From an optimization exercise on the open Yosys and OpenROAD flow, aimed at small area, a short achievable clock period and few clock cycles per item; shortcuts taken in it are not production practice.
RTL that was checked went through simulation tests only; none was proved equivalent to the original.
Power figures rest on the tool's default switching activity, not on a simulated workload.

==> inputs of yarrow <==
// vvdiv
module vvdiv #(
    parameter int VECTOR_SIZE = 16,
    parameter int INT_SIZE    = 16
) (
    input  logic                                  clock,
    input  logic                                  resetn,
    input  logic                                  in_valid,
    output logic                                  in_ready,
    input  logic [VECTOR_SIZE-1:0][INT_SIZE-1:0]  a,
    input  logic [VECTOR_SIZE-1:0][INT_SIZE-1:0]  x,
    output logic                                  out_valid,
    input  logic                                  out_ready,
    output logic [VECTOR_SIZE-1:0][INT_SIZE-1:0]  q,
    output logic [VECTOR_SIZE-1:0][INT_SIZE-1:0]  r,
    output logic [VECTOR_SIZE-1:0]                dz
);
    localparam int ITERS      = 1;
    localparam int LOAD_ITERS = 3;
    localparam int STEPS      = (INT_SIZE - LOAD_ITERS) / ITERS;
    localparam int CW         = $clog2(STEPS + 1);
    logic          busy;
    logic [CW-1:0] cnt;
    logic [VECTOR_SIZE-1:0][INT_SIZE-1:0] xr, rm, qa;
    logic [VECTOR_SIZE-1:0] zr;
    logic idle;
    assign in_ready = idle;
    always_ff @(posedge clock or negedge resetn) begin
        if (!resetn) begin
            idle      <= 1'b1;
            busy      <= 1'b0;
            cnt       <= '0;
            out_valid <= 1'b0;
        end else if (busy) begin
            cnt <= cnt - 1'b1;
            if (cnt == CW'(1)) begin
                busy      <= 1'b0;
                out_valid <= 1'b1;
            end
        end else if (out_valid) begin
            if (out_ready) begin
                out_valid <= 1'b0;
                idle      <= 1'b1;
            end
        end else if (in_valid) begin
            idle <= 1'b0;
            busy <= 1'b1;
            cnt  <= CW'(STEPS);
        end
    end
    task automatic step(input logic [INT_SIZE-1:0] rv, input logic b,
                        input logic [INT_SIZE-1:0] xv,
                        output logic ge, output logic [INT_SIZE-1:0] rn);
        logic [INT_SIZE-1:0] t, g, p, c;
        t = {rv[INT_SIZE-2:0], b};
        g = t & ~xv;
        p = t | ~xv;
        g[0] = t[0] | ~xv[0];
        for (int l = 0; (1 << l) < INT_SIZE; l++) begin
  ...
==> module vvdiv, before the edit <==
module vvdiv #(
    parameter int VECTOR_SIZE = 16,
    parameter int INT_SIZE    = 16
) (
    input  logic                                  clock,
    input  logic                                  resetn,
    input  logic                                  in_valid,
    output logic                                  in_ready,
    input  logic [VECTOR_SIZE-1:0][INT_SIZE-1:0]  a,
    input  logic [VECTOR_SIZE-1:0][INT_SIZE-1:0]  x,
    output logic                                  out_valid,
    input  logic                                  out_ready,
    output logic [VECTOR_SIZE-1:0][INT_SIZE-1:0]  q,
    output logic [VECTOR_SIZE-1:0][INT_SIZE-1:0]  r,
    output logic [VECTOR_SIZE-1:0]                dz
);
    localparam int ITERS      = 1;
    localparam int LOAD_ITERS = 3;
    localparam int STEPS      = (INT_SIZE - LOAD_ITERS) / ITERS;
    localparam int CW         = $clog2(STEPS + 1);
    logic          busy;
    logic [CW-1:0] cnt;
    logic [VECTOR_SIZE-1:0][INT_SIZE-1:0] xr, rm, qa;
    logic [VECTOR_SIZE-1:0] zr;
    logic idle;
    assign in_ready = idle;
    always_ff @(posedge clock or negedge resetn) begin
        if (!resetn) begin
            idle      <= 1'b1;
            busy      <= 1'b0;
            cnt       <= '0;
            out_valid <= 1'b0;
        end else if (busy) begin
            cnt <= cnt - 1'b1;
            if (cnt == CW'(1)) begin
                busy      <= 1'b0;
                out_valid <= 1'b1;
            end
        end else if (out_valid) begin
            if (out_ready) begin
                out_valid <= 1'b0;
                idle      <= 1'b1;
            end
        end else if (in_valid) begin
            idle <= 1'b0;
            busy <= 1'b1;
            cnt  <= CW'(STEPS);
        end
    end
    task automatic step(input logic [INT_SIZE-1:0] rv, input logic b,
                        input logic [INT_SIZE-1:0] xv,
                        output logic ge, output logic [INT_SIZE-1:0] rn);
        logic [INT_SIZE-1:0] t, g, p, c;
        t = {rv[INT_SIZE-2:0], b};
        g = t & ~xv;
        p = t | ~xv;
        g[0] = t[0] | ~xv[0];
        for (int l = 0; (1 << l) < INT_SIZE; l++) begin
            for (int j = 0; j < INT_SIZE; j++) begin
                if ((j >> l) & 1) begin
                    g[j] = g[j] | (p[j] & g[((j >> l) << l) - 1]);
                    p[j] = p[j] & p[((j >> l) << l) - 1];
                end
            end
        end
        c  = {g[INT_SIZE-2:0], 1'b1};
        ge = rv[INT_SIZE-1] | g[INT_SIZE-1];
        rn = ge ? (t ^ ~xv ^ c) : t;
    endtask
    for (genvar i = 0; i < VECTOR_SIZE; i++) begin : g_lane
        logic [INT_SIZE-1:0] rem_ld, qa_ld, rem_it, qa_it;
        always_comb begin
            logic [LOAD_ITERS-1:0] top, xs, qs, rs;
            top = a[i][INT_SIZE-1 -: LOAD_ITERS];
            xs  = x[i][LOAD_ITERS-1:0];
            qs  = xs == '0 ? '1 : top / xs;
            rs  = xs == '0 ? top : top % xs;
            if ((x[i] >> LOAD_ITERS) != '0) begin
                qs = '0;
                rs = top;
            end
            rem_ld = INT_SIZE'(rs);
            qa_ld  = {a[i][INT_SIZE-LOAD_ITERS-1:0], qs};
            rem_it = rm[i];
            qa_it  = qa[i];
            for (int k = 0; k < ITERS; k++) begin
                logic ge;
                step(rem_it, qa_it[INT_SIZE-1], xr[i], ge, rem_it);
                qa_it = {qa_it[INT_SIZE-2:0], ge};
            end
        end
        always_ff @(posedge clock) begin
            if (busy) begin
                rm[i] <= rem_it;
                qa[i] <= qa_it;
            end else if (idle) begin
                xr[i] <= x[i];
                zr[i] <= x[i] == '0;
                rm[i] <= rem_ld;
                qa[i] <= qa_ld;
            end
        end
        assign q[i]  = qa[i];
        assign r[i]  = rm[i];
        assign dz[i] = zr[i];
    end
endmodule
clock: 8.0 ns
lec_check: 0
abc_area: 1
cap_margin: 20
core_margin: 2
core_utilization: 40
setup_slack_margin: 5.0
slew_margin: 20
standard.sh (not shown) runs the stock make flow with config.mk's settings and CLKGATE_MAP_FILE= SYNTH_SCRIPT=/design/flow/synth_recipe.tcl, a recipe that flattens the netlist after the stock synthesis.
==> flow/flow/run.sh <==
#!/bin/bash
# The standard layout, with plain buffers on the ports instead of the delay
# buffers buffer_ports picks by default. Every port still gets its own buffer.
set -euo pipefail
export BUFFER_PORTS_ARGS="-buffer_cell sky130_fd_sc_hd__buf_1"
bash standard.sh > standard.log 2>&1
==> umber (differences from yarrow) <==
--- a/flow/design.v
+++ b/flow/design.v
@@ -22,11 +22,9 @@
     logic [CW-1:0] cnt;
     logic [VECTOR_SIZE-1:0][INT_SIZE-1:0] xr, rm, qa;
     logic [VECTOR_SIZE-1:0] zr;
-    logic idle;
-    assign in_ready = idle;
+    assign in_ready = !busy && (!out_valid || out_ready);
     always_ff @(posedge clock or negedge resetn) begin
         if (!resetn) begin
-            idle      <= 1'b1;
             busy      <= 1'b0;
             cnt       <= '0;
             out_valid <= 1'b0;
@@ -36,36 +34,20 @@
                 busy      <= 1'b0;
                 out_valid <= 1'b1;
             end
-        end else if (out_valid) begin
-            if (out_ready) begin
-                out_valid <= 1'b0;
-                idle      <= 1'b1;
-            end
-        end else if (in_valid) begin
-            idle <= 1'b0;
-            busy <= 1'b1;
-            cnt  <= CW'(STEPS);
+        end else if (in_ready) begin
+            busy      <= in_valid;
+            cnt       <= CW'(STEPS);
+            out_valid <= 1'b0;
         end
     end
     task automatic step(input logic [INT_SIZE-1:0] rv, input logic b,
                         input logic [INT_SIZE-1:0] xv,
                         output logic ge, output logic [INT_SIZE-1:0] rn);
-        logic [INT_SIZE-1:0] t, g, p, c;
-        t = {rv[INT_SIZE-2:0], b};
-        g = t & ~xv;
-        p = t | ~xv;
-        g[0] = t[0] | ~xv[0];
-        for (int l = 0; (1 << l) < INT_SIZE; l++) begin
-            for (int j = 0; j < INT_SIZE; j++) begin
-                if ((j >> l) & 1) begin
-                    g[j] = g[j] | (p[j] & g[((j >> l) << l) - 1]);
-                    p[j] = p[j] & p[((j >> l) << l) - 1];
-                end
-            end
-        end
-        c  = {g[INT_SIZE-2:0], 1'b1};
-        ge = rv[INT_SIZE-1] | g[INT_SIZE-1];
-        rn = ge ? (t ^ ~xv ^ c) : t;
+        logic [INT_SIZE:0] trial, diff;
+        trial = {rv, b};
+        diff  = trial - {1'b0, xv};
+        ge    = !diff[INT_SIZE];
+        rn    = ge ? diff[INT_SIZE-1:0] : trial[INT_SIZE-1:0];
     endtask
     for (genvar i = 0; i < VECTOR_SIZE; i++) begin : g_lane
         logic [INT_SIZE-1:0] rem_ld, qa_ld, rem_it, qa_it;
@@ -93,7 +75,7 @@
             if (busy) begin
                 rm[i] <= rem_it;
                 qa[i] <= qa_it;
-            end else if (idle) begin
+            end else if (in_ready) begin
                 xr[i] <= x[i];
                 zr[i] <= x[i] == '0;
                 rm[i] <= rem_ld;
--- a/flow/config.mk
+++ b/flow/config.mk
@@ -5,9 +5,8 @@
 export SDC_FILE = /design/flow/constraint.sdc
 export NUM_CORES = 4
 export LEC_CHECK = 0
-export ABC_AREA = 1
 export CAP_MARGIN = 20
 export CORE_MARGIN = 2
 export CORE_UTILIZATION = 40
-export SETUP_SLACK_MARGIN = 5.0
+export SETUP_SLACK_MARGIN = 4.5
 export SLEW_MARGIN = 20
==> impl_metrics.csv <==
group,metric,value,unit
setup_path,cp_num_buf_inv,5,
setup_path,crit_start,"x[64]",
pwr,switching_share,0.425,
final_layout,layout_common_cells,"buf_1, edfxtp_1, inv_1",
run_status,status,"complete, no violations",
drt,dr_wl_met2,80300,um
setup_path,rr_endpoint,"rm[178]",
sta,worst_slew_pin_slew,992,ps
final_layout,nonClockInverterCount,463,
place,dp_slack,2800,ps
[end of results for umber]
==> impl_metrics.csv <==
group,metric,value,unit
run_status,status,"complete, no violations",
setup_path,crit_start,"x[144]",
pwr,switching_share,0.461,
place,dp_slack,3150,ps
setup_path,cp_num_buf_inv,4,
setup_path,rr_endpoint,"rm[1]",
sta,worst_slew_pin_slew,1050,ps
final_layout,layout_common_cells,"nand2_1, inv_1, buf_1",
drt,dr_wl_met2,89200,um
[end of results for yarrow]
Testbench counts of yarrow, summed over its fixed seeds: cycles 3,840, items 256.
Only the layout flow was run in umber; the RTL was not checked for function there.

[separate check: timing with driven ports]
The flow's constraints put no driver on any port. The routed layouts listed below were extracted and timed again, unchanged, in two steps.
Step 1: set_driving_cell puts a clkbuf_16 on clock and a buf_2 on each other input, an assumption about the parent block.
Step 2, shift: input delay + t, output delay - t, t = (earliest + latest rising clock arrival at the registers) / 2. This alone moves slack from input paths to output paths.
Three values: ideal, step 1, step 2; two values: the first two.
run | t, ns | setup WS [ns] | worst slew at a driven data input, ns
yarrow | 0.770 | 4.469 / 4.505 / 3.735 | 0.16
umber | 0.778 | 4.059 / 4.046 / 3.268 | 0.35
After both steps every run listed still meets setup and hold. The setup slack of umber, which loses most, moves by -0.013 ns with the drivers and by -0.791 ns with both steps.
